This is an optimization exercise on Yosys and OpenROAD, whose aim is small area and a short achievable clock period, not a production implementation.
Function was checked by simulation only, so behaviour that the tests miss may differ from the original.

==> design/flow/design.v <==
package fixedpoint;
    localparam int WIDTH  = 32;
    localparam int FRAC   = 16;
    localparam int ADDR_W = 16;
    localparam int ITER_W = 8;
    localparam int MSG_W  = ADDR_W + 2*ITER_W + 14*WIDTH;
    localparam int PIX_W  = ADDR_W + 1 + ITER_W + WIDTH;
    typedef logic signed [WIDTH-1:0] number;
    localparam number ONE     = 32'sh0001_0000;
    localparam number NUM_MAX = 32'sh7fff_ffff;
    typedef struct packed {
        logic [ADDR_W-1:0] mem_addr;
        logic [ITER_W-1:0] march_iter;
        logic [ITER_W-1:0] mb_iter;
        number             pos_x;
        number             pos_y;
        number             pos_z;
        number             rayd_x;
        number             rayd_y;
        number             rayd_z;
        number             x_iter;
        number             y_iter;
        number             z_iter;
        number             r;
        number             dr;
        number             march_depth;
        number             logdist;
        number             epsilon;
    } message;
    typedef struct packed {
        logic [ADDR_W-1:0] addr;
        logic              hit;
        logic [ITER_W-1:0] steps;
        number             depth;
    } pix_entry;
    function automatic number fp_mul(input number a, input number b);
        logic signed [2*WIDTH-1:0] a_ext;
        logic signed [2*WIDTH-1:0] b_ext;
        logic signed [2*WIDTH-1:0] prod;
        a_ext = {{WIDTH{a[WIDTH-1]}}, a};
        b_ext = {{WIDTH{b[WIDTH-1]}}, b};
        prod  = a_ext * b_ext;
        fp_mul = prod[FRAC+WIDTH-1:FRAC];
    endfunction
endpackage
module march_pix_fifo #(
    parameter int FIFO_DEPTH = 4
) (
    input  logic     clk,
    input  logic     rst_n,
    input  logic     wr_en,
    input  fixedpoint::pix_entry wr_data,
    input  logic     rd_ready,
    output logic     rd_valid,
    output fixedpoint::pix_entry rd_data,
    output logic     overflow
);
    localparam int PTR_W = $clog2(FIFO_DEPTH);
    localparam int CNT_W = $clog2(FIFO_DEPTH) + 1;
    logic [FIFO_DEPTH*fixedpoint::PIX_W-1:0] mem_r;
    logic [PTR_W-1:0]   wr_ptr_r;
    logic [PTR_W-1:0]   rd_ptr_r;
    logic [CNT_W-1:0]   count_r;
    logic               empty_s;
    logic               full_s;
    logic               pop_s;
    logic               push_s;
    logic               drop_s;
    always_comb begin
        empty_s = (count_r == {CNT_W{1'b0}});
        full_s  = (count_r == CNT_W'(FIFO_DEPTH));
        pop_s   = !empty_s && rd_ready;
        push_s  = wr_en && (!full_s || pop_s);
        drop_s  = wr_en && full_s && !pop_s;
        if (empty_s) begin
            rd_valid = 1'b0;
            rd_data  = '0;
        end else begin
            rd_valid = 1'b1;
            rd_data  = mem_r[rd_ptr_r*fixedpoint::PIX_W +: fixedpoint::PIX_W];
        end
    end
    always_ff @(posedge clk or negedge rst_n) begin
        if (!rst_n) begin
            mem_r    <= '0;
            wr_ptr_r <= '0;
            rd_ptr_r <= '0;
            count_r  <= '0;
            overflow <= 1'b0;
        end else begin
            for (int i = 0; i < FIFO_DEPTH; i++) begin
                if (push_s && (wr_ptr_r == PTR_W'(i))) begin
                    mem_r[i*fixedpoint::PIX_W +: fixedpoint::PIX_W] <= wr_data;
                end
            end
            if (push_s) begin
                wr_ptr_r <= wr_ptr_r + PTR_W'(1);
            end
            if (pop_s) begin
                rd_ptr_r <= rd_ptr_r + PTR_W'(1);
            end
            case ({push_s, pop_s})
                2'b10:   count_r <= count_r + CNT_W'(1);
                2'b01:   count_r <= count_r - CNT_W'(1);
                default: count_r <= count_r;
            endcase
            if (drop_s) begin
                overflow <= 1'b1;
            end
        end
    end
endmodule
module ray_march_step #(
    parameter int MAX_ITER      = 64,
    parameter int MAX_DEPTH_INT = 16,
    parameter int FIFO_DEPTH    = 4
) (
    input  logic              clk,
    input  logic              rst_n,
    input  logic              in_valid,
    input  logic [fixedpoint::MSG_W-1:0]  data_in,
    output logic              loop_valid,
    output logic [fixedpoint::MSG_W-1:0]  loop_out,
    output logic              pix_valid,
    output logic [fixedpoint::ADDR_W-1:0] pix_addr,
    output logic              pix_hit,
    output logic [fixedpoint::ITER_W-1:0] pix_steps,
    output logic [fixedpoint::WIDTH-1:0] pix_depth,
    input  logic              pix_ready,
    output logic              fifo_overflow
);
    localparam int WIDTH  = fixedpoint::WIDTH;
    localparam int FRAC   = fixedpoint::FRAC;
    localparam int ADDR_W = fixedpoint::ADDR_W;
    localparam int ITER_W = fixedpoint::ITER_W;
    localparam fixedpoint::number             DEPTH_LIMIT = WIDTH'(MAX_DEPTH_INT) << FRAC;
    localparam logic [ITER_W-1:0] ITER_LIMIT  = ITER_W'(MAX_ITER);
    fixedpoint::message            in_msg_s;
    fixedpoint::message            loop_msg_r;
    fixedpoint::number             s1_dist_s;
    logic              s1_hit_s;
    logic              s1_valid_r;
    logic              s1_hit_r;
    fixedpoint::number             s1_dist_r;
    fixedpoint::message            s1_msg_r;
    logic [WIDTH:0]    depth_sum_s;
    fixedpoint::number             s2_depth_s;
    logic              s2_valid_r;
    logic              s2_hit_r;
    fixedpoint::number             s2_step_x_r;
    fixedpoint::number             s2_step_y_r;
    fixedpoint::number             s2_step_z_r;
    fixedpoint::number             s2_depth_r;
    fixedpoint::message            s2_msg_r;
    logic [ITER_W-1:0] iter_next_s;
    logic              term_s;
    logic              cont_s;
    logic              wr_en_s;
    fixedpoint::message            cont_msg_s;
    fixedpoint::pix_entry          wr_data_s;
    fixedpoint::pix_entry          head_s;
    assign in_msg_s = data_in;
    assign loop_out = loop_msg_r;
    always_comb begin
        if (in_msg_s.logdist[WIDTH-1]) begin
            s1_dist_s = '0;
        end else begin
            s1_dist_s = in_msg_s.logdist;
        end
        s1_hit_s = ($signed(s1_dist_s) < $signed(in_msg_s.epsilon));
    end
    always_ff @(posedge clk or negedge rst_n) begin
        if (!rst_n) begin
            s1_valid_r <= 1'b0;
            s1_hit_r   <= 1'b0;
            s1_dist_r  <= '0;
            s1_msg_r   <= '0;
        end else begin
            s1_valid_r <= in_valid;
            s1_hit_r   <= s1_hit_s;
            s1_dist_r  <= s1_dist_s;
            s1_msg_r   <= in_msg_s;
        end
    end
    always_comb begin
        depth_sum_s = {s1_msg_r.march_depth[WIDTH-1], s1_msg_r.march_depth}
                    + {s1_dist_r[WIDTH-1], s1_dist_r};
        if (depth_sum_s[WIDTH:WIDTH-1] == 2'b01) begin
            s2_depth_s = fixedpoint::NUM_MAX;
        end else begin
            s2_depth_s = depth_sum_s[WIDTH-1:0];
        end
    end
    always_ff @(posedge clk or negedge rst_n) begin
        if (!rst_n) begin
            s2_valid_r  <= 1'b0;
            s2_hit_r    <= 1'b0;
            s2_step_x_r <= '0;
            s2_step_y_r <= '0;
            s2_step_z_r <= '0;
            s2_depth_r  <= '0;
            s2_msg_r    <= '0;
        end else begin
            s2_valid_r  <= s1_valid_r;
            s2_hit_r    <= s1_hit_r;
            s2_step_x_r <= fixedpoint::fp_mul(s1_msg_r.rayd_x, s1_dist_r);
            s2_step_y_r <= fixedpoint::fp_mul(s1_msg_r.rayd_y, s1_dist_r);
            s2_step_z_r <= fixedpoint::fp_mul(s1_msg_r.rayd_z, s1_dist_r);
            s2_depth_r  <= s2_depth_s;
            s2_msg_r    <= s1_msg_r;
        end
    end
    always_comb begin
        iter_next_s = s2_msg_r.march_iter + ITER_W'(1);
        term_s      = s2_hit_r
                   || ($signed(s2_depth_r) >= $signed(DEPTH_LIMIT))
                   || (iter_next_s == ITER_LIMIT);
        cont_s      = s2_valid_r && !term_s;
        wr_en_s     = s2_valid_r && term_s;
        cont_msg_s             = s2_msg_r;
        cont_msg_s.pos_x       = s2_msg_r.pos_x + s2_step_x_r;
        cont_msg_s.pos_y       = s2_msg_r.pos_y + s2_step_y_r;
        cont_msg_s.pos_z       = s2_msg_r.pos_z + s2_step_z_r;
        cont_msg_s.x_iter      = s2_msg_r.pos_x + s2_step_x_r;
        cont_msg_s.y_iter      = s2_msg_r.pos_y + s2_step_y_r;
        cont_msg_s.z_iter      = s2_msg_r.pos_z + s2_step_z_r;
        cont_msg_s.march_depth = s2_depth_r;
        cont_msg_s.march_iter  = iter_next_s;
        cont_msg_s.r           = '0;
        cont_msg_s.dr          = fixedpoint::ONE;
        cont_msg_s.mb_iter     = '0;
        wr_data_s.addr  = s2_msg_r.mem_addr;
        wr_data_s.hit   = s2_hit_r;
        wr_data_s.steps = iter_next_s;
        wr_data_s.depth = s2_depth_r;
    end
    always_ff @(posedge clk or negedge rst_n) begin
        if (!rst_n) begin
            loop_valid <= 1'b0;
            loop_msg_r <= '0;
        end else begin
            loop_valid <= cont_s;
            loop_msg_r <= cont_s ? cont_msg_s : '0;
        end
    end
    march_pix_fifo #(
        .FIFO_DEPTH(FIFO_DEPTH)
    ) u_fifo (
        .clk      (clk),
        .rst_n    (rst_n),
        .wr_en    (wr_en_s),
        .wr_data  (wr_data_s),
        .rd_ready (pix_ready),
        .rd_valid (pix_valid),
        .rd_data  (head_s),
        .overflow (fifo_overflow)
    );
    assign pix_addr  = head_s.addr;
    assign pix_hit   = head_s.hit;
    assign pix_steps = head_s.steps;
    assign pix_depth = head_s.depth;
endmodule
==> design/flow/run.sh <==
#!/bin/bash
# synth_recipe.tcl (not shown) runs the flow's synth.tcl, then flattens the netlist and writes it again
# the make line also repeats each setting of config.mk as NAME=value (left out here)
make -C /OpenROAD-flow-scripts/flow DESIGN_CONFIG=/design/flow/config.mk WORK_HOME=/design/flow/orfs CLKGATE_MAP_FILE= SYNTH_SCRIPT=/design/flow/synth_recipe.tcl finish
==> design/flow/config.mk <==
export PLATFORM = sky130hd
export DESIGN_NAME = ray_march_step
export DESIGN_NICKNAME = ray_march_step
export VERILOG_FILES = /design/flow/design.v
export SDC_FILE = /design/flow/constraint.sdc
export NUM_CORES = 4
export LEC_CHECK = 0
export CAP_MARGIN = 20
export CORE_MARGIN = 2
export CORE_UTILIZATION = 40
export SLEW_MARGIN = 20
==> design/flow/constraint.sdc <==
create_clock -name core_clock -period 8.5 [get_ports {clk}]
set_input_delay 1.7000 -clock core_clock [delete_from_list [all_inputs] [get_ports {clk}]]
set_output_delay 1.7000 -clock core_clock [all_outputs]
set_load 0.01 [all_outputs]
==> results by group <==
STA
  • Max Clock Freq: between 100 and 150 MHz
  • RSZ-0062 raised after global routing: no
  • Tcrit/Tclk final: 0.9595
  • Fin. Hold Viols: 0
  • Sum Neg Setup Slack: 0 ns
  • Worst Clk Skew: between 0.07 and 0.08 ns
  • Worst slew margin: 0.2965
  • Slew Limit Fails: 0
  • Setup violators final: 0
  • Hold WS: 0.3159 ns
  • Worst Tran Pin Value: 1.055 ns
  • Min Tclk post-route: 8.156 ns

Place
  • GP Congestion: 0.8833
  • Dpl cell area: 144300 um2
  • DP HPWL: around 280000 um
  • I/O Buffers: ~800

GRT
  • Vias in the first global route: a little under 90000
  • Overflow left after global routing: 0
  • Busiest metal layer after global routing: met2
  • First-pass GRT wire length: roughly 550000 um
  • Met1 GRT Util: 0.3258
  • GR Layer Usage met2: 0.3419
  • Met3 usage: 0.03558
  • Total track usage: 0.2213
  • Pin count of the biggest net entering global routing: 152
  • Initial antenna violation count: between 50 and 60

Clock tree
  • CTS Hold Buffers Added: 0
  • Clock Sinks: roughly 1300
  • Max clock buf depth: 4
  • Clk Tree Root Cell: clkbuf_16
  • CTS H-tree depth: 4
  • Clk slew on worst S/H paths: approximately 0.060 ns
  • TritonCTS buffer count: 157
  • Worst-Skew Late Latency: about 0.88 ns
  • Number of gates resized after CTS: 0
  • CTS tree: done

Drt
  • Initial DRC count: 5262
  • Via count: approximately 84000
  • Wirelength per Cell: roughly 21 um
  • Pre-antenna DRT Iters: 6
  • Final wirelength: between 300000 and 400000 um
  • Detail-routed via count per cell: just under 5
  • Drc violations: 0
  • Post-DRT Antenna Nets: 0

Logic synthesis
  • Synth Cell Area: between 100000 and 150000 um2
  • Synth Flop Type: dfrtp_1
  • #FFs+latches synth: between 1000 and 1500
  • EDFF count, synth: 0
  • Syn Inst Count: ~12000
  • Commonest cells post-synth: 2468 x fa_1, 2336 x inv_1, 1958 x and2_1
  • Synth top area cells: fa_1 38%, dfrtp_1 25%, and2_1 9.3%, inv_1 6.7%, ha_1 5.9%
  • Leading area contributor after synthesis: fa_1
  • Most frequent cell after synthesis: fa_1
  • Post-synth ARST share: 1.000
  • Avg Inst Size Synth: approximately 11 um2
  • Synth cell types: 74
  • Sequential area share after synthesis: 0.2486
  • Yosys Warn Count: 2
  • Synth top area share: 0.3764

Outcome
  • Status: no timing/DRC/antenna violations

Worst setup path
  • CP Class: register to register
  • R2R depth: 23
  • Worst EP required: 9.26 ns
  • CP max FO: 28
  • Setup crit start kind: register
  • Crit. End Element: register
  • Crit path DAT: just under 9 ns

Floorplan
  • Die X: about 580 um
  • Placeable Area: 326900 um2
  • Initial Utilization: 0.4016
  • Die ar.: about 330000 um2
  • I/O pin count: 1024
  • Row count: 210
  • DIE HEIGHT: between 500 and 600 um

Final layout
  • Post-Route Utilization: 0.4586
  • Reg area: 32740 um2
  • Nets@finish: 16380
  • Footprint of the multi-input gates: approximately 86000 um2
  • P&R area growth vs syn: 14.20%
  • Share of layout cells above drive strength 1: 0.07138
  • Post-route cell area: 149900 um2
  • Fillers: a little over 30000

Min path
  • Hold path depth: 0
  • Hold Crit Class: register to register

Job
  • Number of max-cap violations: 0
sequential cells by signal, summed over array words and instances, names as in the netlist, 2 cells and up:
signal and count:
s2_step_y_r 32, u_fifo.count_r 3, loop_msg_r 313, u_fifo.wr_ptr_r 2
u_fifo.mem_r 228, s2_step_x_r 32, s2_depth_r 32, s1_dist_r 31
s2_step_z_r 32, s2_msg_r 280, s1_msg_r 312, u_fifo.rd_ptr_r 2
layer usage:
metal  vias to the layer above  part of all wire
met2                      2193              0.45
met1                     44050              0.46
met4                        26             0.028
met5                         -           0.00051
met3                       404             0.060
li1                      37100                 -
cell type report:
class | instances | share of cell area
tap | 4346 | 0.03627
multi-input combinational | 7878 | 0.5770
clock inverter | 62 | 0.006293
sequential | 1304 | 0.2184
antenna | 21 | 0.0003506
inverter | 2336 | 0.05854
clock buffer | 217 | 0.03020
timing repair buffer | 1134 | 0.07296
metrics by stage:
stage	instances	setup slack (ns)
final	17300	0.3442
after global routing	17290	0.03025
after CTS	17280	0.3322
after detailed placement	17000	0.3837
after global placement	17000	0.4123
after floorplan	12310	1.045
final timing paths:
path / from / endpoint
worst max-delay path: s1_dist_r[2] / s2_step_z_r[26]
worst min-delay path: s1_msg_r[54] / s2_msg_r[54]
worst max register to register: s1_dist_r[2] / s2_step_z_r[26]
worst min register to register: s1_msg_r[54] / s2_msg_r[54]
max in group asynchronous: rst_n / loop_msg_r[418]
min in group asynchronous: rst_n / loop_msg_r[60]
worst max-delay path: stages (launching register included):
cell,delay [ns]
dfrtp_4,0.68
buf_4,0.29
and2_1,0.17
fa_1,0.54
inv_1,0.05
fa_1,0.49
fa_1,0.46
fa_1,0.54
inv_1,0.05
fa_1,0.48
fa_1,0.46
fa_1,0.42
fa_1,0.46
ha_1,0.34
a21o_1,0.19
a21o_1,0.17
a21o_1,0.22
a211oi_1,0.31
o31ai_1,0.20
a2111oi_4,0.55
o21ai_2,0.22
a311o_1,0.43
a21oi_2,0.16
xnor2_1,0.12
timing repair:
action                                 CTS  global route
setup endpoints to repair                0             1
endpoints found under the hold margin    0             0
buffers inserted                         0             2
placed cells by master (no fill, tap or decap), types with 27 or more instances in the layout:
cell and n:
dfrtp_1 1271, clkbuf_8 33, a21oi_1 163, clkdlybuf4s50_1 783, ha_1 615, xor2_1 86, xnor2_1 204, nor3_1 50
clkbuf_16 159, nor2b_1 56, nand3_1 62, and2_1 1958, conb_1 71, nor2_1 208, dfrtp_4 27, mux2_2 200
o21ai_0 113, nand2_1 1088, buf_12 32, inv_1 2335, o21a_1 46, a21o_1 114, mux4_2 57, fa_1 2468
buf_4 315
cells by family after synthesis:
logic type               count (synthesis)  synth area share
flip-flops                            1304            0.2486
AO/OA/AOI/OAI                          617           0.03105
buffers and inverters                 3130           0.09462
AND/OR/NAND/NOR                       3555            0.1440
adder cells (fa/ha/maj)               3083            0.4350
XOR/XNOR                               290           0.01935
other                                    1        0.00002857
multiplexers                           262           0.02732

## what the ideal ports hide
In the flow no input, the clock included, has a driving cell. The finished layout below was timed again as built, in two steps. Step 1: set_driving_cell puts a clkbuf_16 on clk and a buf_2 on each other input, an assumption about the parent block. Step 2 moves the port delays by t, midway between the first and last clock arrival at a register: inputs arrive t later, outputs are due t later. That takes back most of the time a late clock gives input paths. Slacks: ideal / step 1 / step 2; pairs: ideal / step 1.
t, ns: 0.947
setup slack, ns: 0.344 / 0.344 / 0.344
worst slew at a driven data input, ns: 0.15
After both steps setup and hold are still met in this run. The setup slack of this run moves by 0.000 ns with the drivers and by 0.000 ns with both steps.
